From an optimization exercise on the open Yosys and OpenROAD flow, aimed at small area, a short achievable clock period and few clock cycles; shortcuts taken in it are not production practice. At most, simulation tests tie the RTL to the original design; equivalence was not proved. The RTL of runs 1 and 2 was laid out without a check of its function. Power and IR drop assume default switching activity.

`flow/constraint.sdc`:
```
create_clock -name core_clock -period 8.0 [get_ports {clk}]
set_input_delay 1.6000 -clock core_clock [delete_from_list [all_inputs] [get_ports {clk}]]
set_output_delay 1.6000 -clock core_clock [all_outputs]
set_load 0.01 [all_outputs]
```
`flow/design.v`:
```
package huff_types_pkg;
	typedef logic [8-1:0] pixel_t;
	typedef logic [8-1:0] count_t;
	typedef logic [6-1:0] sym_mask_t;
	typedef logic [8-1:0] code_t;
	typedef logic [8-1:0] len_mask_t;
endpackage
package huff_ctrl_pkg;
	typedef enum logic [1:0] {SORT_IDLE, SORT_PASS, SORT_DONE} sort_state_t;
	typedef enum logic [1:0] {MRG_IDLE, MRG_POP, MRG_INSERT, MRG_DONE} merge_state_t;
	typedef enum logic [1:0] {BLD_IDLE, BLD_WALK, BLD_DONE} build_state_t;
	typedef logic [$clog2(5)-1:0] round_t;
	typedef logic [$clog2(6+1)-1:0] step_t;
endpackage
`timescale 1ns/1ns
module huffman_top (
	input  logic                      clk,
	input  logic                      reset,
	input  logic                      gray_valid,
	input  huff_types_pkg::pixel_t    gray_data,
	output logic                      cnt_valid,
	output huff_types_pkg::count_t    cnt1,
	output huff_types_pkg::count_t    cnt2,
	output huff_types_pkg::count_t    cnt3,
	output huff_types_pkg::count_t    cnt4,
	output huff_types_pkg::count_t    cnt5,
	output huff_types_pkg::count_t    cnt6,
	output logic                      code_valid,
	output huff_types_pkg::code_t     hc1,
	output huff_types_pkg::code_t     hc2,
	output huff_types_pkg::code_t     hc3,
	output huff_types_pkg::code_t     hc4,
	output huff_types_pkg::code_t     hc5,
	output huff_types_pkg::code_t     hc6,
	output huff_types_pkg::len_mask_t m1,
	output huff_types_pkg::len_mask_t m2,
	output huff_types_pkg::len_mask_t m3,
	output huff_types_pkg::len_mask_t m4,
	output huff_types_pkg::len_mask_t m5,
	output huff_types_pkg::len_mask_t m6
);
	function automatic logic ge8(input logic [7:0] a, input logic [7:0] b);
		logic [7:0] g;
		logic [7:0] e;
		logic [3:0] g2;
		logic [3:0] e2;
		logic [1:0] g4;
		logic [1:0] e4;
		g = a & ~b;
		e = ~(g | (~a & b));
		for (int i = 0; i < 4; i++) begin
			g2[i] = g[2*i+1] | (e[2*i+1] & g[2*i]);
			e2[i] = e[2*i+1] & e[2*i];
		end
		for (int i = 0; i < 2; i++) begin
			g4[i] = g2[2*i+1] | (e2[2*i+1] & g2[2*i]);
			e4[i] = e2[2*i+1] & e2[2*i];
		end
		ge8 = g4[1] | (e4[1] & (g4[0] | e4[0]));
	endfunction
	function automatic logic [7:0] add8(input logic [7:0] a, input logic [7:0] b);
		logic [7:0] g;
		logic [7:0] p;
		logic [7:0] gg;
		logic [7:0] pp;
		logic [7:0] g1;
		logic [7:0] p1;
		g = a & b;
		p = a ^ b;
		gg = g;
		pp = p;
		for (int d = 1; d < 8; d = d * 2) begin
			g1 = gg;
			p1 = pp;
			for (int i = d; i < 8; i++) begin
				gg[i] = g1[i] | (p1[i] & g1[i - d]);
				pp[i] = p1[i] & p1[i - d];
			end
		end
		add8 = p ^ {gg[6:0], 1'b0};
	endfunction
	logic            seen;
	logic            closed;     
	logic            closed_d;   
	logic [5:0][7:0] cnt;
	always_ff @(posedge clk) begin
		if (reset) begin
			seen      <= 1'b0;
			closed    <= 1'b0;
			closed_d  <= 1'b0;
			cnt_valid <= 1'b0;
			cnt       <= '0;
		end else begin
			closed_d  <= closed;
			cnt_valid <= 1'b0;
			if (!closed) begin
				if (gray_valid) begin
					seen <= 1'b1;
					for (int i = 0; i < 6; i++) begin
						if (gray_data == 8'(i + 1)) begin
							cnt[i] <= cnt[i] + 8'd1;
						end
					end
				end else if (seen) begin
					closed    <= 1'b1;
					cnt_valid <= 1'b1;
				end
			end
		end
	end
	logic [5:0][5:0] ge_nx;
	logic [5:0][5:0] oh;
	logic [5:0][5:0] oh_nx;
	always_comb begin
		ge_nx = '0;
		for (int i = 0; i < 6; i++) begin
			for (int j = i + 1; j < 6; j++) begin
				ge_nx[i][j] = ge8(cnt[i], cnt[j]);
			end
		end
		for (int i = 0; i < 6; i++) begin
			oh_nx[i] = 6'b000001;
			for (int j = 0; j < 6; j++) begin
				if (j > i && ge_nx[i][j]) oh_nx[i] = {oh_nx[i][4:0], 1'b0};
				if (j < i && !ge_nx[j][i]) oh_nx[i] = {oh_nx[i][4:0], 1'b0};
			end
		end
	end
	assign cnt1 = cnt[0];
	assign cnt2 = cnt[1];
	assign cnt3 = cnt[2];
	assign cnt4 = cnt[3];
	assign cnt5 = cnt[4];
	assign cnt6 = cnt[5];
	logic [5:0][7:0] sorted_w;
	logic [7:0]      sorted_s;
	always_comb begin
		for (int i = 0; i < 6; i++) begin
		end
		for (int k = 0; k < 6; k++) begin
			sorted_w[k] = '0;
			for (int i = 0; i < 6; i++) begin
				sorted_w[k] = sorted_w[k] | (cnt[i] & {8{oh[i][k]}});
			end
		end
		sorted_s = add8(sorted_w[0], sorted_w[1]);
	end
	logic [5:0][7:0] w;       
	logic [7:0]      sw;      
	logic [5:0]      vld;     
	logic [5:0][4:0] code;    
	logic [5:0][4:0] msk;     
	logic [5:2]      t;       
	logic [4:0]      pone;    
	logic [4:0][7:0] rw;
	logic [7:0]      rsw;
	logic [5:0][5:0] roh;
	logic [5:0][4:0] rcode;
	logic [5:0][4:0] rmsk;
	always_comb begin
		logic [5:0] pv;
		logic [4:0] mv;
		logic [4:0] kv;
		for (int k = 2; k < 6; k++) begin
			t[k] = !ge8(w[k], sw) && vld[k];
		end
		pone[0] = ~t[2];
		for (int j = 1; j < 4; j++) begin
			pone[j] = t[j + 1] & ~t[j + 2];
		end
		pone[4] = t[5];
		rw[0] = t[2] ? w[2] : sw;
		for (int i = 1; i < 4; i++) begin
			if (t[i + 2]) rw[i] = w[i + 2];
			else if (t[i + 1]) rw[i] = sw;
			else rw[i] = w[i + 1];
		end
		rw[4] = t[5] ? sw : w[5];
		rsw = t[3] ? add8(w[2], w[3]) : add8(w[2], sw);
		for (int s = 0; s < 6; s++) begin
			pv = oh[s];
			mv = msk[s];
			kv = code[s];
			roh[s] = '0;
			for (int j = 0; j < 5; j++) begin
				roh[s][j] = (pv[0] | pv[1]) & pone[j];
				if (j + 2 < 6) roh[s][j] = roh[s][j] | (pv[j + 2 < 6 ? j + 2 : 5] & t[j + 2 < 6 ? j + 2 : 5]);
				if (j >= 1) roh[s][j] = roh[s][j] | (pv[j + 1] & ~t[j >= 1 ? j + 1 : 2]);
			end
			rcode[s] = pv[0] ? kv | (~mv & {mv[3:0], 1'b1}) : kv;
			rmsk[s]  = (pv[0] | pv[1]) ? {mv[3:0], 1'b1} : mv;
		end
	end
	always_ff @(posedge clk) begin
		if (reset) begin
			code_valid <= 1'b0;
		end else if (closed_d && vld[1] && !vld[2]) begin
			code_valid <= 1'b1;
		end
	end
	always_ff @(posedge clk) begin
		if (!closed_d) begin
			oh <= oh_nx;
		end else begin
			oh <= roh;
		end
	end
	always_ff @(posedge clk) begin
		if (!closed_d) begin
			w    <= sorted_w;
			sw   <= sorted_s;
			vld  <= 6'b111111;
			code <= '0;
			msk  <= '0;
		end else if (vld[1]) begin
			w[4:0] <= rw;
			sw     <= rsw;
			vld    <= {1'b0, vld[5:1]};
			code   <= rcode;
			msk    <= rmsk;
		end
	end
	assign hc1 = {3'b0, code[0]};
	assign hc2 = {3'b0, code[1]};
	assign hc3 = {3'b0, code[2]};
	assign hc4 = {3'b0, code[3]};
	assign hc5 = {3'b0, code[4]};
	assign hc6 = {3'b0, code[5]};
	assign m1 = {3'b0, msk[0]};
	assign m2 = {3'b0, msk[1]};
	assign m3 = {3'b0, msk[2]};
	assign m4 = {3'b0, msk[3]};
	assign m5 = {3'b0, msk[4]};
	assign m6 = {3'b0, msk[5]};
endmodule
```
`flow/config.mk`:
```
export PLATFORM = sky130hd
export DESIGN_NAME = huffman_top
export DESIGN_NICKNAME = huffman_top
export VERILOG_FILES = /design/flow/design.v
export SDC_FILE = /design/flow/constraint.sdc
export NUM_CORES = 4
export LEC_CHECK = 0
export CAP_MARGIN = 20
export CORE_MARGIN = 2
export CORE_UTILIZATION = 40
export CTS_BUF_LIST = sky130_fd_sc_hd__clkbuf_8
export CTS_CLUSTER_SIZE = 12
export SLEW_MARGIN = 20
```
`flow/flow/run.sh`:
```
#!/bin/bash
set -euo pipefail
bash standard.sh "BUFFER_PORTS_ARGS=-buffer_cell sky130_fd_sc_hd__buf_1" SETUP_SLACK_MARGIN=5.0 finish > make_finish.log 2>&1
```
`flow/standard.sh`:
```
#!/bin/bash
# synth_recipe.tcl (not shown) runs the flow's synth.tcl, then flattens the netlist and writes it again
# the make line also repeats each setting of config.mk as NAME=value (left out here)
make -C /OpenROAD-flow-scripts/flow DESIGN_CONFIG=/design/flow/config.mk WORK_HOME=/design/flow/orfs CLKGATE_MAP_FILE= SYNTH_SCRIPT=/design/flow/synth_recipe.tcl "${@:-finish}"
```
==> results of run 1 <==
## state kept, by name, indices dropped and copies added, names as in the netlist
name        flops
sw              8
w              32
closed          1
cnt            48
cnt_valid       1
vld             5
code           30
closed_d        1
msk            30
code_valid      1
seen            1
oh             36
## logic make-up after synthesis
family / count (synthesis) / share of synthesized area, %
other: 1 / 0.0251
flip-flops: 194 / 28.7
XOR/XNOR: 60 / 3.52
AND/OR/NAND/NOR: 557 / 17.8
multiplexers: 39 / 2.64
AO/OA/AOI/OAI: 503 / 22.9
buffers and inverters: 259 / 7.67
adder cells (fa/ha/maj): 197 / 16.7
## placed cells by master (no fill, tap or decap), types with 36 or more instances in the layout
cell type and instances:
dfxtp_1 102, inv_1 80, edfxtp_1 40, a21oi_1 92, nand2_1 126, xnor2_1 50, a22oi_1 131, conb_1 36
nor2_1 202, nand3_1 53, buf_4 62, nor3_1 36, o21ai_0 75, ha_1 193, buf_1 118
## worst min-delay path: stages (launching register included)
cell and delay, ps:
dfxtp_1 340, a31oi_1 40, nor2_1 70
## routing by layer
metal  wire (µm)  share of wire (%)  vias to the layer above
li1            -                  -                     6684
met1       22500                 43                     6781
met2       22600                 44                      726
met3        4700                9.1                      159
met4        2080                4.0                        0
met5           0                  0                        -
## power by group through the flow
| stage | Clock, W | Sequential (W) | Combinational [W] |
|---|---|---|---|
| CTS | 0.000726 | 0.00106 | 0.000337 |
| detailed placement | 0 | 0.00108 | 0.000322 |
| global placement | 0 | 0.00108 | 0.000319 |
| floorplan | 0 | 0.00104 | 0.000274 |
| global route | 0.000759 | 0.00105 | 0.000398 |
| finish | 0.000709 | 0.00105 | 0.000370 |
## stage by stage
stage,power (W),setup WS [ps],std cells
2_1_floorplan,0.00132,4900,1845
3_3_place_gp,0.00140,4440,2278
3_5_place_dp,0.00140,4390,2278
4_1_cts,0.00212,4920,2319
5_1_grt,0.00221,4970,2358
6_report,0.00213,5040,2358
## final timing paths
| kind | startpoint | to | slack, ps |
|---|---|---|---|
| min reg2reg | code[20]$_SDFFE_PN0P_ | code[20]$_SDFFE_PN0P_ | 480 |
| max | cnt[2]$_SDFFE_PP0P_ | cnt1[2] | 5040 |
| max reg2reg | cnt[39]$_SDFFE_PP0P_ | oh[26]$_DFF_P_ | 5070 |
| min | code[20]$_SDFFE_PN0P_ | code[20]$_SDFFE_PN0P_ | 480 |
## layout make-up
type,count,share of cell area (%)
tap,468,3.54
inverter,88,2.10
timing repair buffer,183,5.68
sequential,194,26.8
clock inverter,15,1.17
multi-input combinational,1393,59.3
clock buffer,17,1.42
## repair_timing
item,CTS,global route
gates cloned,1,0
setup buffers,8,39
hold buffers,0,0
pin swaps,6,10
setup endpoints to repair,86,50
hold endpoints to repair,0,0
resized for setup,58,61
==> metrics.md, run 1 <==
| Metric | Value |
|---|---|
| Number of clock sinks | 194 |
| Slew HR | 36.5% |
| FF+latch count, synth | 194 |
| Critical path class | reg2out |
| Crit-path cells | buf_1 |
| Clock latency on the worst-skew pair | 510 ps |
| Util after Layout | 45.0% |
| DRT Pass-1 Iters | 11 |
| Synth Area per Inst | 8.24 µm² |
| Setup TNS | 0 ps |
| Gr busiest metal | met2 |
| # setup viols final | 0 |
| Synth cell types | 84 |
| Post-Syn Area | 0.0149 mm² |
| Hold Path Class | reg2reg |
| Cells after synthesis | 1810 |
| Ant. Diodes | 0 |
| DRC Markers | 0 |
| Total die area | 0.0388 mm² |
| Worst Path Max Fanout | 16 |
| Post-DP HPWL | 37000 µm |
| Clk pwr share | 33.3% |
| Post-Route WL | 51800 µm |
| Routed Antenna Nets | 0 |
| Fmax | 338 MHz |
| Switching part of the total power | 34.6% |
| PD cells | 129 mW/mm² |
| Final Hold Viols | 0 |
| Initial antenna violation count | 0 |
| Share of post-route cells with drive strength above 1 | 11.3% |
| Total grt overflow | 0 |
| Sequential share of power | 49.4% |
| Initial Utilization | 40.6% |
| Met2 Track Usage GR | 40.5% |
| Port Buffer Count | 120 |
| Crit-path max cell delay | 640 ps |
| Core area | 0.0367 mm² |
| Fin area | 0.0165 mm² |
| Cell family with most CP delay | flip-flops |
| Area Overhead vs Synth | 10.8% |
| Cell Rows | 70 |
| Hold Slack | 483 ps |
| Area occupied by multi-input gates | 0.00979 mm² |
| Height of the die | 197 µm |
| Dominant cell type by area after synthesis | dfxtp_1 |
| Post-synth top cells | nor2_1 (203), ha_1 (194), dfxtp_1 (154) |
| Fill count | 3616 |
| Sequential area share after synthesis | 28.7% |
| Area contributors post-synth | dfxtp_1 (21%), ha_1 (16%), edfxtp_1 (8.1%) |
| Final Net Count | 2085 |
| # IOs | 157 |
| Post-DR vias/cell | 6.09 |
| Worst IR drop on VDD | 92.1 µV |
| Leakage | 6.45 nW |
| Crit path buf inv count | 1 |
| CTS tree | yes |
| Total CTS buffers | 17 |
| R2R cell count | 11 |
| Outcome | complete, no violations |
| Total number of vias | 14400 |
| Grt met3 use | 5.38% |
| Final period util | 37.0% |
| Main synth FF type | dfxtp_1 |
| CP Depth | 1 |
| Routability congestion estimate | 0.987 |
| First-pass GRT wire length | 78800 µm |
| H-tree depth | 4 |
| Largest net degree at the start of global routing | 95 |
| All-Layer GR Usage | 26.3% |
| Die Wd | 197 µm |
| CTS clk-pin slew, worst paths | 120 ps |
| Drt wl/cell | 22.0 µm |
| Critical Path AT | 1360 ps |
| Met1 usage | 36.0% |
| Minimum clock period after layout | 2960 ps |
| Combinational share of power | 17.3% |
| Pint | 0.00139 W |
| Cell Area, Placed | 0.0154 mm² |
| Slew @ Worst Pin | 952 ps |
| Initial DRC Count | 1750 |
| Switching pwr | 0.000738 W |
| Slowest CP cell | dfxtp_2 |
| Post-synth top area share | 20.7% |
| Hold path cells | 2 |
| Startpoint Class | flop |
| Synthesis Warnings | 1 |
| Count leader, synth | nor2_1 |
| Clock Path Buffers | 2 |
| RSZ-0062 raised after global routing | true |
| Number of flops mapped to enable cells by yosys | 40 |
| Critical path data required time | 6400 ps |
| Max Slew Vio Count | 0 |
| Crit. End Element | primary output |
| Vias in the first global route | 13300 |
| Skew final | 17.7 ps |
| Post-synth ARST share | 0% |
| Max Cap Viol | 0 |
| Root buf cell | clkbuf_8 |
| Total area of sequential cells | 0.00443 mm² |
==> run 2: changes to the inputs <==
==> flow/flow/run.sh (replaced) <==
#!/bin/bash
set -euo pipefail
bash standard.sh "BUFFER_PORTS_ARGS=-buffer_cell sky130_fd_sc_hd__buf_1" SETUP_SLACK_MARGIN=5.25 finish > make_finish.log 2>&1
==> run 2 against run 1 <==
Still clean. Via count is 5.1% higher. Maximum frequency is 5.1% higher. Die area stayed put. Wire length is 5.9% higher. Power is 3.2% higher. Sequential share of layout area is 2.2 points lower. Count of clock-buffer cells in the layout is 2 higher. Clock skew is 6.4 ps higher. Global-route usage is 0.93 points higher. Clock power is 6.8% higher. Critical path type is now in2reg. Largest cell class unchanged. Largest power group unchanged.
==> metrics.md, run 2 <==
| Metric | Value |
|---|---|
| RSZ-0062 raised after global routing | true |
| Count leader, synth | nor2_1 |
| Post-Route WL | 54900 µm |
| Total grt overflow | 0 |
| Clock latency on the worst-skew pair | 500 ps |
| Outcome | complete, no violations |
| Initial Utilization | 40.6% |
| Met2 Track Usage GR | 42.8% |
| Fill count | 3481 |
| Max Slew Vio Count | 0 |
| Synthesis Warnings | 1 |
| Largest register FFs | 48 |
| Height of the die | 197 µm |
| Minimum clock period after layout | 2810 ps |
| Synth Area per Inst | 8.24 µm² |
| Largest net degree at the start of global routing | 84 |
| Share of post-route cells with drive strength above 1 | 22.3% |
| Met1 usage | 36.4% |
| Routed Antenna Nets | 0 |
| Skew final | 24.1 ps |
| Worst Path Max Fanout | 4 |
| Top Registers | cnt: 48 flops, oh: 36 flops, w: 32 flops |
| Number of clock sinks | 194 |
| Drt wl/cell | 22.1 µm |
| Hold Path Class | reg2reg |
| Slew HR | 44.5% |
| Synth cell types | 84 |
| PD cells | 121 mW/mm² |
| All-Layer GR Usage | 27.2% |
| Dominant cell type by area after synthesis | dfxtp_1 |
| CTS tree | yes |
| Slew @ Worst Pin | 832 ps |
| Post-synth top cells | nor2_1 (203), ha_1 (194), dfxtp_1 (154) |
| Ant. Diodes | 0 |
| CTS clk-pin slew, worst paths | 110 ps |
| Critical Path AT | 3190 ps |
| Gr busiest metal | met2 |
| Final period util | 35.2% |
| Post-DR vias/cell | 6.06 |
| Final Net Count | 2216 |
| Total die area | 0.0388 mm² |
| Routability congestion estimate | 0.938 |
| Slowest CP cell | or4_4 |
| Crit. End Element | flop |
| Crit-path cells | buf_8 > nor4b_4 > nand3_4 > nor3_4 > nand2_2 > or4_4 > xnor2_2 > nor2_1 |
| Cell Rows | 70 |
| Critical path class | in2reg |
| Util after Layout | 49.7% |
| Max Cap Viol | 0 |
| Commonest non-fill, non-tap cell in the layout | nor2_1 |
| Vias in the first global route | 14000 |
| Root buf cell | clkbuf_8 |
| Setup TNS | 0 ps |
| DRC Markers | 0 |
| Critical path data required time | 8380 ps |
| DRT Pass-1 Iters | 7 |
| Crit-path max cell delay | 440 ps |
| Most frequent cells in the layout | nor2_1 (201), ha_1 (176), buf_4 (173), a22oi_1 (131), nand2_1 (122) |
| Post-synth ARST share | 0% |
| H-tree depth | 4 |
| # IOs | 157 |
| Port Buffer Count | 120 |
| Area Overhead vs Synth | 22.3% |
| Total number of vias | 15100 |
| Core area | 0.0367 mm² |
| Worst IR drop on VDD | 118 µV |
| Post-synth top area share | 20.7% |
| Clock Path Buffers | 2 |
| Grt met3 use | 5.82% |
| Fmax | 355 MHz |
| Main synth FF type | dfxtp_1 |
| Number of flops mapped to enable cells by yosys | 40 |
| Leakage | 7.34 nW |
| Total CTS buffers | 17 |
| Post-Syn Area | 0.0149 mm² |
| Cells after synthesis | 1810 |
| Post-DP HPWL | 36900 µm |
| Initial DRC Count | 1799 |
| Final Hold Viols | 0 |
| Die Wd | 197 µm |
| # setup viols final | 0 |
| First-pass GRT wire length | 81700 µm |
| Initial antenna violation count | 1 |
| FF+latch count, synth | 194 |
| Area contributors post-synth | dfxtp_1 (21%), ha_1 (16%), edfxtp_1 (8.1%) |
| Largest Register | cnt |
| Sequential area share after synthesis | 28.7% |
| Startpoint Class | input port |
[run 2: cell counts after synthesis]
Identical to the previous run, type by type.
[run 2: stage by stage]
| step | std cells | setup WS (ps) | instance area, µm² | power [W] | hold slack [ps] |
|---|---|---|---|---|---|
| 6_report | 2489 | 5190 | 18200 | 0.00220 | 479 |
| 5_1_grt | 2489 | 5110 | 18200 | 0.00228 | 504 |
| 4_1_cts | 2433 | 5150 | 17200 | 0.00216 | 483 |
| 3_5_place_dp | 2281 | 4310 | 15500 | 0.00140 | 458 |
| 3_3_place_gp | 2281 | 4450 | 15500 | 0.00139 | 449 |
| 2_1_floorplan | 1845 | 4900 | 15200 | 0.00132 | 438 |
[run 2: layout make-up]
type                    count  area, µm²  area share [%]
multi-input cells        1395      10300            56.3
flip-flops and latches    194       4490            24.6
repair buffers            312       2050            11.3
well taps                 468        586            3.21
inverters                  88        373            2.04
clock buffers              19        262            1.43
clock inverters            13        193            1.06
[run 2: final timing paths]
check	startpoint	to	slack (ps)	depth (start not counted)
setup / recovery	gray_data[6]	cnt[14]$_SDFFE_PP0P_	5190	8
hold / removal	code[11]$_SDFFE_PN0P_	code[11]$_SDFFE_PN0P_	480	2
setup reg to reg	cnt[37]$_SDFFE_PP0P_	oh[21]$_DFF_P_	5290	9
hold reg to reg	code[11]$_SDFFE_PN0P_	code[11]$_SDFFE_PN0P_	480	2
[run 2: what timing repair did]
item                       in CTS  in global routing
setup endpoints to repair     115                 84
gates resized for setup       152                131
hold buffers                    0                  0
setup buffers                 118                 55
cloned                          2                  1
pin swaps                      26                 55
[run 2: critical path: cells and delay by family]
| family | cells | cell delay (ps) |
|---|---|---|
| xor gates and xnor gates | 1 | 180 |
| buffers and inverters | 1 | 100 |
| and+or+nand+nor | 6 | 1310 |
[run 2: cell families (layout without fill, tap and decap cells)]
logic type	Yosys count	count (layout)	share of synthesized area, %
AO/OA/AOI/OAI	503	503	22.9
XOR/XNOR	60	60	3.52
adder cells (fa/ha/maj)	197	197	16.7
buffers and inverters	259	432	7.67
flip-flops	194	194	28.7
multiplexers	39	39	2.64
other	1	36	0.0251
AND/OR/NAND/NOR	557	560	17.8
[run 2: per-layer routing]
| layer | vias up | part of all wire (%) |
|---|---|---|
| met5 | - | 0.024 |
| met4 | 2 | 4.6 |
| met3 | 168 | 9.4 |
| met2 | 783 | 44 |
| met1 | 7174 | 42 |
| li1 | 6949 | - |
[run 2: where the power goes]
| part | leakage [nW] | internal (W) | switching [W] | total, W |
|---|---|---|---|---|
| logic | 5.33 | 0.000140 | 0.000255 | 0.000395 |
| clock network | 0.236 | 0.000341 | 0.000416 | 0.000757 |
| registers | 1.78 | 0.000998 | 0.0000494 | 0.00105 |
==> run 3: changes to the inputs <==
--- a/flow/design.v
+++ b/flow/design.v
@@ -43,18 +43,18 @@
 		logic [7:0] g;
-		logic [7:0] e;
+		logic [7:0] l;
 		logic [3:0] g2;
-		logic [3:0] e2;
+		logic [3:0] l2;
 		logic [1:0] g4;
-		logic [1:0] e4;
+		logic [1:0] l4;
 		g = a & ~b;
-		e = ~(g | (~a & b));
+		l = ~a & b;
 		for (int i = 0; i < 4; i++) begin
-			g2[i] = g[2*i+1] | (e[2*i+1] & g[2*i]);
-			e2[i] = e[2*i+1] & e[2*i];
+			g2[i] = g[2*i+1] | (~l[2*i+1] & g[2*i]);
+			l2[i] = l[2*i+1] | (~g[2*i+1] & l[2*i]);
 		end
 		for (int i = 0; i < 2; i++) begin
-			g4[i] = g2[2*i+1] | (e2[2*i+1] & g2[2*i]);
-			e4[i] = e2[2*i+1] & e2[2*i];
-		end
-		ge8 = g4[1] | (e4[1] & (g4[0] | e4[0]));
+			g4[i] = g2[2*i+1] | (~l2[2*i+1] & g2[2*i]);
+			l4[i] = l2[2*i+1] | (~g2[2*i+1] & l2[2*i]);
+		end
+		ge8 = ~(l4[1] | (~g4[1] & l4[0]));
 	endfunction
==> flow/flow/run.sh (replaced) <==
#!/bin/bash
set -euo pipefail
bash standard.sh "BUFFER_PORTS_ARGS=-buffer_cell sky130_fd_sc_hd__buf_1" SETUP_SLACK_MARGIN=5.3 finish > make_finish.log 2>&1
--- a/flow/config.mk
+++ b/flow/config.mk
@@ -7,2 +7,3 @@
 export LEC_CHECK = 0
+export ABC_AREA = 1
 export CAP_MARGIN = 20
@@ -10,4 +11,4 @@
 export CORE_UTILIZATION = 40
-export CTS_BUF_LIST = sky130_fd_sc_hd__clkbuf_8
-export CTS_CLUSTER_SIZE = 12
+export CTS_BUF_LIST = sky130_fd_sc_hd__clkbuf_8 sky130_fd_sc_hd__clkbuf_16
 export SLEW_MARGIN = 20
+export TNS_END_PERCENT = 0
==> run 3 against run 2 <==
Clock skew decreased by 3.2 ps. Final cell count increased by 14%. Final area decreased by 12%. Clock power increased by 18%. Largest power group unchanged. Highest routed layer is now met4.
==> metrics.md, run 3 <==
| Metric | Value |
|---|---|
| Outcome | complete, no violations |
| All-Layer GR Usage | 28.6% |
| Area Overhead vs Synth | 11.2% |
| Post-synth top cells | nand2_1 (631), inv_1 (240), nand3_1 (220) |
| Ant. Diodes | 0 |
| H-tree depth | 4 |
| # setup viols final | 0 |
| Post-Syn Area | 0.0145 mm² |
| Number of flops mapped to enable cells by yosys | 40 |
| Clk pwr share | 44.2% |
| Setup TNS | 0 ps |
| Height of the die | 194 µm |
| Synth Area per Inst | 6.30 µm² |
| Drt wl/cell | 19.5 µm |
| Largest register FFs | 48 |
| WL met3 | 5600 µm |
| Minimum clock period after layout | 2780 ps |
| Initial antenna violation count | 0 |
| Root buf cell | clkbuf_16 |
| Top Registers | cnt: 48 flops, oh: 36 flops, w: 32 flops |
| Post-Route WL | 55300 µm |
| Area contributors post-synth | dfxtp_1 (21%), nand2_1 (16%), edfxtp_1 (8.3%) |
| Main synth FF type | dfxtp_1 |
| Post-DR vias/cell | 5.80 |
| FF+latch count, synth | 194 |
| Clock Path Buffers | 2 |
| Dominant cell type by area after synthesis | dfxtp_1 |
| Post-synth ARST share | 0% |
| Crit. End Element | primary output |
| Synth cell types | 45 |
| Placed cells | 2767 |
| Critical Path AT | 1180 ps |
| Combinational share of power | 5.3% |
| Leakage | 6.80 nW |
| Max Cap Viol | 0 |
| DRT Pass-1 Iters | 20 |
| Slowest CP cell | dfxtp_2 |
| Total CTS buffers | 17 |
| Cell Rows | 69 |
| Skew final | 20.9 ps |
| Routability congestion estimate | 1.03 |
| Core area | 0.0357 mm² |
| DRT met1 WL | 22700 µm |
| Largest net degree at the start of global routing | 60 |
| CTS tree | yes |
| Count leader, synth | nand2_1 |
| Worst IR drop on VDD | 150 µV |
| Sequential area share after synthesis | 29.6% |
| Most frequent cells in the layout | nand2_1 (628), inv_1 (221), nand3_1 (218), nor2_1 (184), o21ai_0 (179) |
| Wire length on met2 | 23900 µm |
| Non-filler cells, final | 2837 |
| Total grt overflow | 0 |
| CTS Hold Bufs | 0 |
| Critical path data required time | 6400 ps |
| Startpoint Class | flop |
| Post-DP HPWL | 40000 µm |
| CTS clk-pin slew, worst paths | 80 ps |
| Die Wd | 194 µm |
| Clock latency on the worst-skew pair | 470 ps |
| PD cells | 125 mW/mm² |
| Largest Register | cnt |
| Crit path buf inv count | 1 |
| Cells after synthesis | 2298 |
| Share of post-route cells with drive strength above 1 | 8.88% |
| Slew HR | 33.8% |
| Slew @ Worst Pin | 992 ps |
| Fmax | 360 MHz |
| Crit-path max cell delay | 530 ps |
| Final Net Count | 2431 |
| Critical path class | reg2out |
| Worst Path Max Fanout | 8 |
| # IOs | 157 |
| Final Hold Viols | 0 |
| RSZ-0062 raised after global routing | true |
| Switching pwr | 0.000546 W |
| Synthesis Warnings | 1 |
| Vias in the first global route | 15100 |
| Post-synth top area share | 21.3% |
| Sequential share of power | 50.5% |
| First-pass GRT wire length | 85400 µm |
| Cell family with most CP delay | flip-flops |
| DR top layer | met4 |
| Max Slew Vio Count | 0 |
| Number of clock sinks | 194 |
| Initial DRC Count | 1926 |
| Commonest non-fill, non-tap cell in the layout | nand2_1 |
| Final period util | 34.7% |
| Crit-path cells | buf_1 |
| Hold Slack | 469 ps |
| Switching part of the total power | 27.1% |
| Routed Antenna Nets | 0 |
| Port Buffer Count | 120 |
| Total die area | 0.0377 mm² |
| Initial Utilization | 40.6% |
| Total number of vias | 16500 |
| Pint | 0.00147 W |
| Hold Path Class | reg2reg |
| DRC Markers | 0 |
run 3: changes by cell type after synthesis, sizes merged, moves of 27 or more:
cell / change
inv: +174
a22oi: -129
nand3: +165
xnor2: -46
a21oi: +27
o21ai: +106
buf: +47
nand2: +509
ha: -140
mux2i: -36
clkbuf: -64
run 3: cells by family (layout without fill, tap and decap cells):
family          after synthesis  in the layout  share of synthesized area, %
xor+xnor                     12             12                         0.726
fa+ha+maj                    57             57                          5.08
compound gates              474            474                          19.0
other cells                   1             36                        0.0259
simple gates               1139           1139                          32.9
flops                       194            194                          29.6
buf+inv                     421            464                          12.7
run 3: through the flow:
stage | setup WS, ps | cell area (µm²) | power (W) | util, %
2_1_floorplan | 5200 | 14600 | 0.00113 | -
3_3_place_gp | 4830 | 14900 | 0.00115 | 41.7
5_1_grt | 5170 | 16100 | 0.00208 | 45.2
4_1_cts | 5200 | 15600 | 0.00202 | 43.8
6_report | 5220 | 16100 | 0.00201 | 45.2
3_5_place_dp | 4760 | 14900 | 0.00115 | 41.7
run 3: final cells by class:
| class | count | area (µm²) |
|---|---|---|
| timing repair buffer | 165 | 801 |
| clock buffer | 17 | 425 |
| inverter | 267 | 1060 |
| multi-input combinational | 1718 | 8630 |
| sequential | 194 | 4440 |
| fill | 3812 | 19600 |
| clock inverter | 15 | 169 |
| tap | 461 | 577 |
run 3: worst paths after layout:
| kind | startpoint | end | slack, ps | cells past startpoint |
|---|---|---|---|---|
| setup / recovery | cnt[36]$_SDFFE_PP0P_ | cnt5[4] | 5220 | 1 |
| hold / removal | code[29]$_SDFFE_PN0P_ | code[29]$_SDFFE_PN0P_ | 470 | 2 |
| setup reg to reg | cnt[5]$_SDFFE_PP0P_ | oh[9]$_DFF_P_ | 5330 | 14 |
| hold reg to reg | code[29]$_SDFFE_PN0P_ | code[29]$_SDFFE_PN0P_ | 470 | 2 |
run 3: metal layers:
metal,vias to the layer above,track usage [%]
met5,-,0
met4,0,15.4
met3,213,5.62
met2,938,44.0
met1,7575,38.0
li1,7732,-
run 3: power by group through the flow:
| stage | Sequential (W) | Clock (W) | Combinational, W |
|---|---|---|---|
| 2_1_floorplan | 0.00104 | 0 | 0.0000948 |
| 3_3_place_gp | 0.00105 | 0 | 0.0000997 |
| 3_5_place_dp | 0.00105 | 0 | 0.000101 |
| 4_1_cts | 0.00102 | 0.000897 | 0.000102 |
| 5_1_grt | 0.00102 | 0.000940 | 0.000119 |
| 6_report | 0.00102 | 0.000890 | 0.000106 |
run 3: repair_timing:
item | in CTS | in global routing
cloned | 0 | 0
pin swaps | 0 | 4
setup buffers | 2 | 36
resized for setup | 68 | 79
endpoints found under the setup margin | 129 | 166
Testbench counts of run 3, summed over its fixed seeds: cycles 13,404.
==> run 4: changes to the inputs <==
--- a/flow/design.v
+++ b/flow/design.v
@@ -189,4 +189,4 @@
 			end
-			rcode[s] = pv[0] ? kv | (~mv & {mv[3:0], 1'b1}) : kv;
-			rmsk[s]  = (pv[0] | pv[1]) ? {mv[3:0], 1'b1} : mv;
+			rcode[s] = roh[s][0] ? kv | (~mv & {mv[3:0], 1'b1}) : kv;
+			rmsk[s]  = (roh[s][0] | roh[s][1]) ? {mv[3:0], 1'b1} : mv;
 		end
@@ -196,3 +196,3 @@
 			code_valid <= 1'b0;
-		end else if (closed_d && vld[1] && !vld[2]) begin
+		end else if (closed_d && vld[2] && !vld[3]) begin
 			code_valid <= 1'b1;
@@ -212,5 +212,7 @@
 			vld  <= 6'b111111;
-			code <= '0;
-			msk  <= '0;
-		end else if (vld[1]) begin
+			for (int s = 0; s < 6; s++) begin
+				code[s] <= {4'b0, oh[s][0]};
+				msk[s]  <= {4'b0, oh[s][0] | oh[s][1]};
+			end
+		end else if (vld[2]) begin
 			w[4:0] <= rw;
==> run 4 against run 3 <==
Via count down 1.0%. Combinational power grew to 2.8 times the previous value. Clock power up 6.4%. Still clean. Final cell count decreased by 1.9%. Sequential share of layout area grew 0.081 points.
==> metrics.md, run 4 <==
| Metric | Value |
|---|---|
| Crit path buf inv count | 1 |
| Ant. Diodes | 0 |
| Post-Route WL | 55500 µm |
| Total grt overflow | 0 |
| Share of post-route cells with drive strength above 1 | 10.7% |
| Largest net degree at the start of global routing | 74 |
| All-Layer GR Usage | 28.5% |
| Top Registers | cnt: 48 flops, oh: 36 flops, w: 32 flops |
| First-pass GRT wire length | 85700 µm |
| # IOs | 157 |
| Skew final | 26.0 ps |
| Cells after synthesis | 2257 |
| Port Buffer Count | 120 |
| Synthesis Warnings | 1 |
| Area contributors post-synth | dfxtp_1 (19%), nand2_1 (15%), edfxtp_1 (11%) |
| Crit. End Element | primary output |
| Post-DP HPWL | 40000 µm |
| Routability congestion estimate | 0.993 |
| Total die area | 0.0385 mm² |
| Total number of vias | 16300 |
| Number of flops mapped to enable cells by yosys | 52 |
| Die Wd | 196 µm |
| Fmax | 359 MHz |
| Cell Area, Placed | 0.0151 mm² |
| Post-synth top cells | nand2_1 (596), nand3_1 (233), inv_1 (220) |
| Initial DRC Count | 1921 |
| Slowest CP cell | dfxtp_2 |
| Slew @ Worst Pin | 1010 ps |
| Main synth FF type | dfxtp_1 |
| Initial Utilization | 40.5% |
| Setup TNS | 0 ps |
| Crit-path cells | buf_1 |
| Critical path data required time | 6400 ps |
| Minimum clock period after layout | 2780 ps |
| Leakage | 6.88 nW |
| Largest Register | cnt |
| Slew HR | 32.7% |
| Routed Antenna Nets | 0 |
| Synth cell types | 61 |
| DRT Pass-1 Iters | 7 |
| Post-synth top area share | 19.1% |
| Fin area | 0.0164 mm² |
| Count leader, synth | nand2_1 |
| Hold Path Class | reg2reg |
| Synth Area per Inst | 6.56 µm² |
| Initial antenna violation count | 0 |
| Max Slew Vio Count | 0 |
| Total CTS buffers | 17 |
| CTS clk-pin slew, worst paths | 80 ps |
| Final Net Count | 2371 |
| Worst IR drop on VDD | 159 µV |
| Dominant cell type by area after synthesis | dfxtp_1 |
| Outcome | complete, no violations |
| Clock Path Buffers | 2 |
| Drt wl/cell | 19.9 µm |
| Util after Layout | 44.9% |
| Startpoint Class | flop |
| Post-synth ARST share | 0% |
| Final Hold Viols | 0 |
| Max Cap Viol | 0 |
| Worst Path Max Fanout | 4 |
| Post-DR vias/cell | 5.85 |
| Commonest non-fill, non-tap cell in the layout | nand2_1 |
| Post-Syn Area | 0.0148 mm² |
| Critical Path AT | 1180 ps |
| DRC Markers | 0 |
| Cell family with most CP delay | flip-flops |
| Area Overhead vs Synth | 10.7% |
| RSZ-0062 raised after global routing | true |
| # setup viols final | 0 |
| Largest register FFs | 48 |
| PD cells | 140 mW/mm² |
| Clock latency on the worst-skew pair | 470 ps |
| CTS tree | yes |
| Vias in the first global route | 15000 |
| Number of clock sinks | 193 |
| Cell Rows | 70 |
| CTS Hold Bufs | 0 |
| Final period util | 34.8% |
| Critical path class | reg2out |
| Core area | 0.0365 mm² |
| Root buf cell | clkbuf_16 |
| Height of the die | 196 µm |
| Sequential area share after synthesis | 29.6% |
| Most frequent cells in the layout | nand2_1 (589), nand3_1 (229), inv_1 (201), nor2_1 (145), a21oi_1 (134) |
| H-tree depth | 4 |
| FF+latch count, synth | 193 |
| Crit-path max cell delay | 510 ps |
-- run 4: changes by cell type after synthesis, moves of 9 or more --
cell      previous run  this run
a21oi_1            123       135
buf_2               49        40
dfxtp_1            154       141
edfxtp_1            40        52
inv_1              240       220
nand2_1            631       596
nand3_1            220       233
nor2_1             185       147
nor3_1              45        31
o21ai_0            182       123
o21ai_1              9        21
o22ai_1             39        48
-- run 4: final timing paths --
path | slack (ps) | to | from | cells after the start
worst min-delay path | 450 | code[16]$_SDFFE_PN0P_ | code[16]$_SDFFE_PN0P_ | 2
worst max-delay path | 5220 | cnt6[7] | cnt[47]$_SDFFE_PP0P_ | 1
worst min register to register | 450 | code[16]$_SDFFE_PN0P_ | code[16]$_SDFFE_PN0P_ | 2
worst max register to register | 5260 | oh[31]$_DFF_P_ | cnt[14]$_SDFFE_PP0P_ | 14
-- run 4: repair_timing --
action / in CTS / in global routing
resized for setup: 88 / 59
pin swaps: 1 / 7
endpoints found under the setup margin: 101 / 168
buffers inserted: 9 / 19
gates cloned: 0 / 0
-- run 4: area by class of cell --
cell class | count | area (µm²)
fill | 3837 | 20100
multi-input combinational | 1681 | 8880
sequential | 193 | 4530
inverter | 255 | 1010
timing repair buffer | 155 | 728
tap | 468 | 586
clock buffer | 19 | 464
clock inverter | 13 | 180
-- run 4: report_power, final --
part | switching, W | total [W] | internal, W
registers | 0.0000412 | 0.00105 | 0.00101
logic | 0.000214 | 0.000297 | 0.0000835
clock network | 0.000465 | 0.000947 | 0.000483
total | 0.000720 | 0.00230 | 0.00158
-- run 4: metal layers --
| layer | routed length (µm) | vias to the layer above | GRT usage, % | share of wire (%) |
|---|---|---|---|---|
| li1 | - | 7694 | - | - |
| met1 | 23200 | 7518 | 37.5 | 42 |
| met2 | 24100 | 879 | 44.5 | 43 |
| met3 | 5000 | 203 | 5.34 | 9.0 |
| met4 | 3250 | 0 | 14.9 | 5.8 |
| met5 | 0 | - | 0 | 0 |
-- run 4: per-stage QoR --
| step | cells | total power, W | setup WS [ps] | hold WS (ps) |
|---|---|---|---|---|
| after floorplan | 2292 | 0.00130 | 5080 | 441 |
| after global placement | 2724 | 0.00137 | 4700 | 436 |
| after detailed placement | 2724 | 0.00137 | 4640 | 439 |
| after CTS | 2765 | 0.00230 | 5220 | 452 |
| after global routing | 2784 | 0.00238 | 5150 | 472 |
| final | 2784 | 0.00230 | 5220 | 450 |
-- run 4: tightest hold or removal path, stage by stage (launching register included) --
cell and delay, ps:
dfxtp_1 310, inv_1 40, a21oi_1 50
-- run 4: cell families (layout without fill, tap and decap cells) --
family	after synthesis	in the layout	synth area share, %
compound gates	499	499	20.8
xor+xnor	11	11	0.651
fa+ha+maj	59	59	5.11
buf+inv	418	442	12.4
flops	193	193	29.6
other cells	1	36	0.0253
simple gates	1076	1076	31.3
Testbench counts of run 4, summed over its fixed seeds: cycles 13,084.
==> run 5: changes to the inputs <==
--- a/flow/config.mk
+++ b/flow/config.mk
@@ -12,2 +12,3 @@
 export CTS_BUF_LIST = sky130_fd_sc_hd__clkbuf_8 sky130_fd_sc_hd__clkbuf_16
+export PLACE_DENSITY = 0.75
 export SLEW_MARGIN = 20
==> run 5 against run 4 <==
Final cell count decreased by 0.36%. Global-route usage decreased by 1.6 points. Critical endpoint is now cnt[7]$_SDFFE_PP0P_. Synthesized area unchanged. First-iteration DRC count shrank 0.10%. Count of clock-buffer cells in the layout down 2. Sequential power barely moved. Critical path type is now in2reg. Power is 4.7% lower. Setup slack lost 86 ps. Combinational power about the same. Sequential share of layout area rose by 0.20 points.
==> metrics.md, run 5 <==
| Metric | Value |
|---|---|
| Switching part of the total power | 31.1% |
| Slew HR | 34.0% |
| RSZ-0062 raised after global routing | true |
| Number of flops mapped to enable cells by yosys | 52 |
| Initial antenna violation count | 0 |
| Fin area | 0.0161 mm² |
| Crit-path max cell delay | 220 ps |
| Switching pwr | 0.000681 W |
| Clk pwr share | 38.0% |
| Initial Utilization | 40.5% |
| Slew @ Worst Pin | 989 ps |
| R2R cell count | 12 |
| Post-synth ARST share | 0% |
| Post-Syn Area | 0.0148 mm² |
| Crit. End Element | flop |
| Routability congestion estimate | 1.01 |
| CTS clk-pin slew, worst paths | 70 ps |
| Number of clock sinks | 193 |
| Dominant cell type by area after synthesis | dfxtp_1 |
| Crit-path cells | buf_1 > inv_2 > nor2_4 > nand2_2 > nor2_4 > inv_2 > nor2_4 > nand2_2 > nor3_4 > nand2_1 > nor2_2 > nand2_1 > o21ai_1 > a21oi_1 |
| Max Cap Viol | 0 |
| FF+latch count, synth | 193 |
| Critical Path AT | 3190 ps |
| Clock Path Buffers | 2 |
| Combinational share of power | 13.6% |
| DRC Markers | 0 |
| Area contributors post-synth | dfxtp_1 (19%), nand2_1 (15%), edfxtp_1 (11%) |
| # setup viols final | 0 |
| Vias in the first global route | 14600 |
| Synth cell types | 61 |
| Cell Area, Placed | 0.0151 mm² |
| CTS tree | yes |
| Root buf cell | clkbuf_16 |
| Die Wd | 196 µm |
| Worst Path Max Fanout | 4 |
| Critical path data required time | 8320 ps |
| First-pass GRT wire length | 81500 µm |
| Post-Route WL | 53300 µm |
| Top Registers | cnt: 48 flops, oh: 36 flops, w: 32 flops |
| Core area | 0.0365 mm² |
| Area Overhead vs Synth | 8.64% |
| Critical path class | in2reg |
| Hold path cells | 2 |
| Initial DRC Count | 1919 |
| Share of post-route cells with drive strength above 1 | 9.41% |
| Largest Register | cnt |
| DRT Pass-1 Iters | 6 |
| Main synth FF type | dfxtp_1 |
| Total die area | 0.0385 mm² |
| # IOs | 157 |
| Setup TNS | 0 ps |
| CTS Hold Bufs | 0 |
| Outcome | complete, no violations |
| Post-synth top area share | 19.1% |
| Clock latency on the worst-skew pair | 460 ps |
| Commonest non-fill, non-tap cell in the layout | nand2_1 |
| Total number of vias | 16400 |
| Total grt overflow | 0 |
| Drt wl/cell | 19.2 µm |
| Routed Antenna Nets | 0 |
| Post-DP HPWL | 38400 µm |
| Crit path buf inv count | 3 |
| Post-DR vias/cell | 5.92 |
| Cells after synthesis | 2257 |
| Port Buffer Count | 120 |
| Fmax | 348 MHz |
| Max Slew Vio Count | 0 |
| Largest net degree at the start of global routing | 74 |
| Pint | 0.00151 W |
| Post-synth top cells | nand2_1 (596), nand3_1 (233), inv_1 (220) |
| Skew final | 20.2 ps |
| Largest register FFs | 48 |
| Synth Area per Inst | 6.56 µm² |
| Cell Rows | 70 |
| Final period util | 35.9% |
| Final Net Count | 2360 |
| All-Layer GR Usage | 26.9% |
| Slowest CP cell | nor3_4 |
| Startpoint Class | input port |
| H-tree depth | 4 |
| Leakage | 6.74 nW |
| PD cells | 136 mW/mm² |
| Height of the die | 196 µm |
| Minimum clock period after layout | 2870 ps |
| Worst IR drop on VDD | 160 µV |
| Most frequent cells in the layout | nand2_1 (591), nand3_1 (232), inv_1 (205), nor2_1 (145), a21oi_1 (135) |
| Final Hold Viols | 0 |
| Hold Path Class | reg2reg |
| Cell family with most CP delay | simple AND/OR/NAND/NOR gates |
| Sequential share of power | 48.4% |
| Sequential area share after synthesis | 29.6% |
| CP Depth | 14 |
| Total CTS buffers | 17 |
| Count leader, synth | nand2_1 |
| Synthesis Warnings | 1 |
| Top cell by count, worst path | nor2_4 |
==> run 5: cell counts after synthesis <==
Identical to the previous run, type by type.
==> run 5: repair_timing <==
item	in CTS	in global routing
resized for setup	67	38
pin swaps	0	6
setup endpoints to repair	102	158
gates cloned	0	0
setup buffers	7	11
==> run 5: per-stage QoR <==
step                hold WS (ps)  std cells  worst slack (ps)  util, %  total power, W
CTS                          452       2762              5190     43.4         0.00219
finish                       449       2774              5130     44.0         0.00219
global placement             435       2723              4690     41.4         0.00136
detailed placement           440       2723              4660     41.4         0.00137
floorplan                    441       2292              5080        -         0.00130
global route                 469       2773              5010     44.0         0.00227
==> run 5: kinds of logic after synthesis <==
logic type / after synthesis / synth area share, %
AO/OA/AOI/OAI: 499 / 20.8
adder cells (fa/ha/maj): 59 / 5.11
AND/OR/NAND/NOR: 1076 / 31.3
XOR/XNOR: 11 / 0.651
buffers and inverters: 418 / 12.4
other: 1 / 0.0253
flip-flops: 193 / 29.6
==> run 5: metal layers <==
layer	vias up	global-route usage (%)	share of wire (%)	routed length (µm)
li1	7653	-	-	-
met1	7464	34.7	40	21200
met2	1067	41.4	43	23000
met3	235	5.01	10	5530
met4	0	17.3	6.7	3600
met5	-	0	0	0
==> run 5: worst paths after layout <==
path / from / endpoint / slack, ps
max: gray_valid / cnt[7]$_SDFFE_PP0P_ / 5130
min: code[27]$_SDFFE_PN0P_ / code[27]$_SDFFE_PN0P_ / 450
max reg2reg: cnt[2]$_SDFFE_PP0P_ / sw[5]$_DFFE_PP_ / 5170
min reg2reg: code[27]$_SDFFE_PN0P_ / code[27]$_SDFFE_PN0P_ / 450
==> run 5: power groups by stage <==
| stage | Sequential [W] | Clock (W) | Combinational [W] |
|---|---|---|---|
| after global routing | 0.00106 | 0.000882 | 0.000329 |
| final | 0.00106 | 0.000834 | 0.000298 |
| after global placement | 0.00108 | 0 | 0.000278 |
| after detailed placement | 0.00108 | 0 | 0.000285 |
| after CTS | 0.00106 | 0.000842 | 0.000287 |
| after floorplan | 0.00106 | 0 | 0.000239 |
==> run 5: layout make-up <==
| type | count | area, µm² |
|---|---|---|
| tap | 468 | 586 |
| multi-input combinational | 1681 | 8820 |
| antenna | 1 | 2.50 |
| fill | 3761 | 20400 |
| clock inverter | 15 | 129 |
| clock buffer | 17 | 425 |
| inverter | 255 | 997 |
| sequential | 193 | 4480 |
| timing repair buffer | 144 | 644 |
==> run 5: worst min-delay path, stage by stage (launching register included) <==
cell and delay [ps]:
dfxtp_1 310, inv_1 50, a21oi_1 50
==> run 6: changes to the inputs <==
--- a/flow/config.mk
+++ b/flow/config.mk
@@ -12,3 +12,3 @@
 export CTS_BUF_LIST = sky130_fd_sc_hd__clkbuf_8 sky130_fd_sc_hd__clkbuf_16
-export PLACE_DENSITY = 0.75
+export GPL_ROUTABILITY_DRIVEN = 0
 export SLEW_MARGIN = 20
==> run 6 against run 5 <==
Highest routed layer unchanged. Critical path type is now reg2out. Wire length is 2.5% higher. Still clean. Global-route usage increased by 1.1 points. Clock power increased by about 10%. Synthesized area is the same. Core utilization rose by 0.92 points.
==> metrics.md, run 6 <==
| Metric | Value |
|---|---|
| H-tree depth | 4 |
| Area contributors post-synth | dfxtp_1 (19%), nand2_1 (15%), edfxtp_1 (11%) |
| PD cells | 138 mW/mm² |
| Share of post-route cells with drive strength above 1 | 11.1% |
| Post-Route WL | 54700 µm |
| Cells after synthesis | 2257 |
| Vias in the first global route | 14900 |
| Max Slew Vio Count | 0 |
| Slew @ Worst Pin | 1030 ps |
| Startpoint Class | flop |
| Simple-gate area share of the yosys netlist | 31.3% |
| Number of clock sinks | 193 |
| FF+latch count, synth | 193 |
| Hold Path Class | reg2reg |
| Skew final | 23.2 ps |
| Grt met3 use | 5.01% |
| Worst Path Max Fanout | 11 |
| Crit-path max cell delay | 520 ps |
| Largest net degree at the start of global routing | 74 |
| Initial antenna violation count | 0 |
| Final Net Count | 2374 |
| DP Worst Slack | 4660 ps |
| Core area | 0.0365 mm² |
| Post-synth ARST share | 0% |
| All-Layer GR Usage | 28.0% |
| Clock Path Buffers | 2 |
| # IOs | 157 |
| Post-synth top cells | nand2_1 (596), nand3_1 (233), inv_1 (220) |
| Synth Area per Inst | 6.56 µm² |
| Sequential share of power | 46.2% |
| Clock latency on the worst-skew pair | 470 ps |
| Post-synth top area share | 19.1% |
| Drt wl/cell | 19.6 µm |
| Largest family of logic cells by synthesized area | simple AND/OR/NAND/NOR gates |
| Synth cell types | 61 |
| Max Cap Viol | 0 |
| Crit-path cells | buf_1 |
| Final Power | 0.00227 W |
| Crit path buf inv count | 1 |
| Worst IR drop on VDD | 144 µV |
| Final worst setup slack | 5220 ps |
| Total number of vias | 16200 |
| Critical path data required time | 6400 ps |
| First-pass GRT wire length | 84400 µm |
| Total grt overflow | 0 |
| Count leader, synth | nand2_1 |
| Cell Area, Placed | 0.0151 mm² |
| Crit. End Element | primary output |
| Commonest non-fill, non-tap cell in the layout | nand2_1 |
| Critical Path AT | 1180 ps |
| Cell Rows | 70 |
| RSZ-0062 raised after global routing | true |
| Leakage | 6.85 nW |
| Area Overhead vs Synth | 10.9% |
| Dominant cell type by area after synthesis | dfxtp_1 |
| Synth Area in Adders | 5.11% |
| Largest register FFs | 48 |
| Post-Syn Area | 0.0148 mm² |
| Minimum clock period after layout | 2780 ps |
| DRC Markers | 0 |
| Pint | 0.00155 W |
| Height of the die | 196 µm |
| Util after Layout | 44.9% |
| Most frequent cells in the layout | nand2_1 (588), nand3_1 (231), inv_1 (200), nor2_1 (143), a21oi_1 (134) |
| DRT Pass-1 Iters | 7 |
| Clk pwr share | 40.5% |
| Fmax | 360 MHz |
| Total CTS buffers | 17 |
| CTS tree | yes |
| Slew HR | 31.1% |
| Outcome | complete, no violations |
| Met1 usage | 37.3% |
| Switching part of the total power | 31.8% |
| Number of flops mapped to enable cells by yosys | 52 |
| CTS clk-pin slew, worst paths | 90 ps |
| Fill count | 3815 |
| Die Wd | 196 µm |
| Critical path class | reg2out |
| Final Hold Viols | 0 |
| Sequential area share after synthesis | 29.6% |
| Gr busiest metal | met2 |
| Largest Register | cnt |
| Top Registers | cnt: 48 flops, oh: 36 flops, w: 32 flops |
| Initial Utilization | 40.5% |
| Main synth FF type | dfxtp_1 |
| # setup viols final | 0 |
| Ant. Diodes | 0 |
| Post-DR vias/cell | 5.83 |
| Post-DP HPWL | 39300 µm |
| Root buf cell | clkbuf_16 |
| Met2 Track Usage GR | 43.4% |
| Synthesis Warnings | 1 |
| Mux contribution to synthesized area | 0% |
| Fin area | 0.0164 mm² |
| Post-Synth XOR/XNOR Area | 0.651% |
| Final period util | 34.8% |
| Switching pwr | 0.000723 W |
| Routed Antenna Nets | 0 |
| Setup TNS | 0 ps |
| Initial DRC Count | 1853 |
| Total die area | 0.0385 mm² |
| Port Buffer Count | 120 |
| Combinational share of power | 13.3% |
| CTS Hold Bufs | 0 |
| Post-synthesis compound-gate area fraction | 20.8% |
| Slowest CP cell | dfxtp_2 |
| Cell family with most CP delay | flip-flops |
-- run 6: cell counts after synthesis --
No cell type changed its count.
-- run 6: final timing paths --
| path | slack (ps) | from | end | cells past startpoint |
|---|---|---|---|---|
| setup reg to reg | 5300 | cnt[9]$_SDFFE_PP0P_ | oh[26]$_DFF_P_ | 12 |
| hold / removal | 450 | code[14]$_SDFFE_PN0P_ | code[14]$_SDFFE_PN0P_ | 2 |
| hold reg to reg | 450 | code[14]$_SDFFE_PN0P_ | code[14]$_SDFFE_PN0P_ | 2 |
| setup / recovery | 5220 | cnt[6]$_SDFFE_PP0P_ | cnt1[6] | 1 |
-- run 6: through the flow --
step	std cells	hold WS [ps]
6_report	2787	449
3_5_place_dp	2724	440
2_1_floorplan	2292	441
3_3_place_gp	2724	437
4_1_cts	2761	453
5_1_grt	2787	471
-- run 6: power by group through the flow --
stage	Sequential [W]	Combinational [W]	Clock [W]
5_1_grt	0.00105	0.000340	0.000958
3_3_place_gp	0.00108	0.000281	0
3_5_place_dp	0.00108	0.000287	0
2_1_floorplan	0.00106	0.000239	0
4_1_cts	0.00105	0.000289	0.000927
6_report	0.00105	0.000302	0.000920
-- run 6: cell type report --
class	count	area [µm²]	share of cell area (%)
multi-input cells	1681	8910	54.3
well taps	468	586	3.57
flip-flops and latches	193	4550	27.7
repair buffers	157	734	4.48
inverters	255	1010	6.16
clock inverters	15	188	1.14
clock buffers	17	425	2.59
repair inverters	1	5.00	0.0305
-- run 6: metal layers --
metal,up-vias,share of wire (%)
li1,7678,-
met1,7440,42
met2,899,43
met3,225,9.1
met4,0,6.1
met5,-,0
-- run 6: cell families after synthesis --
kind of cell / after synthesis
other: 1
flip-flops: 193
AO/OA/AOI/OAI: 499
AND/OR/NAND/NOR: 1076
XOR/XNOR: 11
buffers and inverters: 418
adder cells (fa/ha/maj): 59
-- run 6: what timing repair did --
| action | in CTS | in global routing |
|---|---|---|
| cloned | 0 | 1 |
| gates resized for setup | 81 | 84 |
| setup endpoints to repair | 117 | 176 |
| setup buffers | 5 | 25 |
| pin swaps | 0 | 5 |
-- run 6: worst reg2reg max path, delay by kind of cell (launching register included) --
family / cells / cell delay (ps)
AND/OR/NAND/NOR: 6 / 740
flip-flops: 1 / 520
AO/OA/AOI/OAI: 3 / 710
buffers and inverters: 2 / 300
adder cells (fa/ha/maj): 1 / 320
==> run 7: changes to the inputs <==
--- a/flow/config.mk
+++ b/flow/config.mk
@@ -8,3 +8,3 @@
 export ABC_AREA = 1
-export CAP_MARGIN = 20
+export CAP_MARGIN = 5
 export CORE_MARGIN = 2
@@ -13,3 +13,3 @@
 export GPL_ROUTABILITY_DRIVEN = 0
-export SLEW_MARGIN = 20
+export SLEW_MARGIN = 5
 export TNS_END_PERCENT = 0
==> run 7 against run 6 <==
Hold slack did not move. Still clean on timing, DRC and antenna. Largest cell class unchanged. Final cell count did not move. Sequential power barely moved. Wire length did not move. Register-to-register slack barely moved.
==> metrics.md, run 7 <==
| Metric | Value |
|---|---|
| Outcome | complete, no violations |
| Main synth FF type | dfxtp_1 |
| Critical Path AT | 1180 ps |
| Core area | 0.0365 mm² |
| Clk pwr share | 40.5% |
| Dominant cell type by area after synthesis | dfxtp_1 |
| Initial DRC Count | 1853 |
| Synth Area in Adders | 5.11% |
| Synth cell types | 61 |
| All-Layer GR Usage | 28.0% |
| Post-synth top cells | nand2_1 (596), nand3_1 (233), inv_1 (220) |
| Max Slew Vio Count | 0 |
| Post-Route WL | 54700 µm |
| Reg-to-Reg End | oh[26]$_DFF_P_ |
| Post-Syn Area | 0.0148 mm² |
| Simple-gate area share of the yosys netlist | 31.3% |
| First-pass GRT wire length | 84400 µm |
| R2R cell count | 12 |
| CTS clk-pin slew, worst paths | 90 ps |
| Worst hold start | code[14]$_SDFFE_PN0P_ |
| Post-DR vias/cell | 5.83 |
| Area contributors post-synth | dfxtp_1 (19%), nand2_1 (15%), edfxtp_1 (11%) |
| Post-synthesis compound-gate area fraction | 20.8% |
| Height of the die | 196 µm |
| Die Wd | 196 µm |
| Synthesis Warnings | 1 |
| Area Overhead vs Synth | 10.9% |
| Largest register FFs | 48 |
| Crit-path max cell delay | 520 ps |
| Commonest non-fill, non-tap cell in the layout | nand2_1 |
| Count leader, synth | nand2_1 |
| Routed Antenna Nets | 0 |
| RSZ-0062 raised after global routing | true |
| Final period util | 34.8% |
| Critical path data required time | 6400 ps |
| Crit-path cells | buf_1 |
| Drt wl/cell | 19.6 µm |
| Ant. Diodes | 0 |
| R2R setup slack | 5300 ps |
| Port Buffer Count | 120 |
| Largest family of logic cells by synthesized area | simple AND/OR/NAND/NOR gates |
| Critical path class | reg2out |
| DP Worst Slack | 4660 ps |
| Hold Path Sink | code[14]$_SDFFE_PN0P_ |
| Largest Register | cnt |
| Max Cap Viol | 0 |
| Hold Path Class | reg2reg |
| Hold path cells | 2 |
| Share of post-route cells with drive strength above 1 | 11.1% |
| Post-synth top area share | 19.1% |
| Total die area | 0.0385 mm² |
| Total area of sequential cells | 0.00455 mm² |
| Area occupied by multi-input gates | 0.00891 mm² |
| Post-DP HPWL | 39300 µm |
| Sequential share of power | 46.2% |
| Skew final | 23.2 ps |
| Total number of vias | 16200 |
| Crit path buf inv count | 1 |
| Leakage | 6.85 nW |
| Root buf cell | clkbuf_16 |
| Combinational share of power | 13.3% |
| Largest net degree at the start of global routing | 74 |
| Setup TNS | 0 ps |
| Mux contribution to synthesized area | 0% |
| Cell family with most CP delay | flip-flops |
| DRT Pass-1 Iters | 7 |
| Clock latency on the worst-skew pair | 470 ps |
| Crit. End Element | primary output |
| Slowest CP cell | dfxtp_2 |
| Number of flops mapped to enable cells by yosys | 52 |
| Cell Rows | 70 |
| Hold Slack | 449 ps |
| Worst reg2reg startpoint | cnt[9]$_SDFFE_PP0P_ |
| Number of clock sinks | 193 |
| # IOs | 157 |
| Startpoint Class | flop |
| DRC Markers | 0 |
| FF+latch count, synth | 193 |
| Final Net Count | 2374 |
| Worst IR drop on VDD | 144 µV |
| Pint | 0.00155 W |
| Total grt overflow | 0 |
| CP Depth | 1 |
| Initial antenna violation count | 0 |
| Cells after synthesis | 2257 |
| Clock Path Buffers | 2 |
| Slew HR | 31.1% |
| Top Registers | cnt: 48 flops, oh: 36 flops, w: 32 flops |
| Synth Area per Inst | 6.56 µm² |
| Worst Path Max Fanout | 11 |
| Total CTS buffers | 17 |
| PD cells | 138 mW/mm² |
| Minimum clock period after layout | 2780 ps |
| Sequential area share after synthesis | 29.6% |
| Fill count | 3815 |
| Post-synth ARST share | 0% |
| # setup viols final | 0 |
| H-tree depth | 4 |
| Final worst setup slack | 5220 ps |
| Fmax | 360 MHz |
| CTS tree | yes |
| Initial Utilization | 40.5% |
| Post-Synth XOR/XNOR Area | 0.651% |
| Vias in the first global route | 14900 |
| Switching pwr | 0.000723 W |
| Switching part of the total power | 31.8% |
| Slew @ Worst Pin | 1030 ps |
| CTS Hold Bufs | 0 |
| Final Hold Viols | 0 |
| Most frequent cells in the layout | nand2_1 (588), nand3_1 (231), inv_1 (200), nor2_1 (143), a21oi_1 (134) |
==> run 7: per-layer routing <==
| layer | up-vias | track usage (%) | part of all wire (%) |
|---|---|---|---|
| li1 | 7678 | - | - |
| met1 | 7440 | 37.3 | 42 |
| met2 | 899 | 43.4 | 43 |
| met3 | 225 | 5.01 | 9.1 |
| met4 | 0 | 14.6 | 6.1 |
| met5 | - | 0 | 0 |
==> run 7: through the flow <==
stage	std cells	instance area, µm²	total power (W)	util, %
after global placement	2724	15100	0.00136	41.4
after floorplan	2292	14900	0.00130	-
after CTS	2761	15900	0.00227	43.6
after detailed placement	2724	15100	0.00137	41.4
final	2787	16400	0.00227	44.9
after global routing	2787	16400	0.00235	44.9
==> run 7: cells by family (layout without fill, tap and decap cells) <==
| group | Yosys count | after routing |
|---|---|---|
| AO/OA/AOI/OAI | 499 | 499 |
| XOR/XNOR | 11 | 11 |
| adder cells (fa/ha/maj) | 59 | 59 |
| buffers and inverters | 418 | 445 |
| flip-flops | 193 | 193 |
| other | 1 | 36 |
| AND/OR/NAND/NOR | 1076 | 1076 |
==> run 7: power groups by stage <==
| stage | Clock (W) | Sequential [W] | Combinational, W |
|---|---|---|---|
| floorplan | 0 | 0.00106 | 0.000239 |
| detailed placement | 0 | 0.00108 | 0.000287 |
| global placement | 0 | 0.00108 | 0.000281 |
| global route | 0.000958 | 0.00105 | 0.000340 |
| finish | 0.000920 | 0.00105 | 0.000302 |
| CTS | 0.000927 | 0.00105 | 0.000289 |
==> run 7: area by class of cell <==
class,count,area share [%]
multi-input cells,1681,54.3
repair buffers,157,4.48
clock inverters,15,1.14
well taps,468,3.57
repair inverters,1,0.0305
inverters,255,6.16
flip-flops and latches,193,27.7
clock buffers,17,2.59
==> run 7: how the worst max path moves through the flow <==
stage / start / endpoint / slack [ps]
floorplan: gray_valid / cnt[7]$_SDFFE_PP0P_ / 5080
CTS: cnt[8]$_SDFFE_PP0P_ / sw[6]$_DFFE_PP_ / 5200
global placement: gray_valid / cnt[7]$_SDFFE_PP0P_ / 4700
finish: cnt[6]$_SDFFE_PP0P_ / cnt1[6] / 5220
detailed placement: gray_valid / cnt[7]$_SDFFE_PP0P_ / 4660
global route: cnt[0]$_SDFFE_PP0P_ / sw[6]$_DFFE_PP_ / 5170
==> run 7: what timing repair did <==
| item | 4_1_cts | 5_1_grt |
|---|---|---|
| setup endpoints to repair | 117 | 176 |
| gates cloned | 0 | 1 |
| pin swaps | 0 | 5 |
| buffers inserted | 5 | 25 |
| gates resized for setup | 81 | 84 |

-- separate check: timing with driven ports --
How much do the figures lean on ideal ports? The routed layouts below were timed once more, with nothing changed but the port constraints. Step 1 sets driving cells, clkbuf_16 on the clock port and buf_2 on the other inputs (assumed; they add their load-dependent delay and slew). Step 2 moves the port delays by t, midway between the first and last clock arrival at a register: inputs arrive t later, outputs are due t later. That takes back most of the time a late clock gives input paths. a / b / c = ideal / step 1 / step 2; a / b = the first two.
run | t, ns | setup WS [ns] | worst data-port slew with drivers (ns) | cell pins on the clock port's net
run 1 | 0.548 | 5.043 / 4.993 / 4.578 | 0.03 | 1
run 2 | 0.536 | 5.187 / 5.195 / 4.659 | 0.05 | 1
run 3 | 0.514 | 5.221 / 5.168 / 4.814 | 0.03 | 1
run 4 | 0.514 | 5.216 / 5.162 / 4.811 | 0.05 | 1
run 5 | 0.511 | 5.130 / 5.117 / 4.654 | 0.04 | 1
run 6 | 0.514 | 5.220 / 5.167 / 4.787 | 0.03 | 1
run 7 | 0.514 | 5.220 / 5.167 / 4.787 | 0.03 | 1
After both steps setup and hold are still met in every run listed. The setup slack of run 2, which loses most, moves by +0.008 ns with the drivers and by -0.528 ns with both steps.
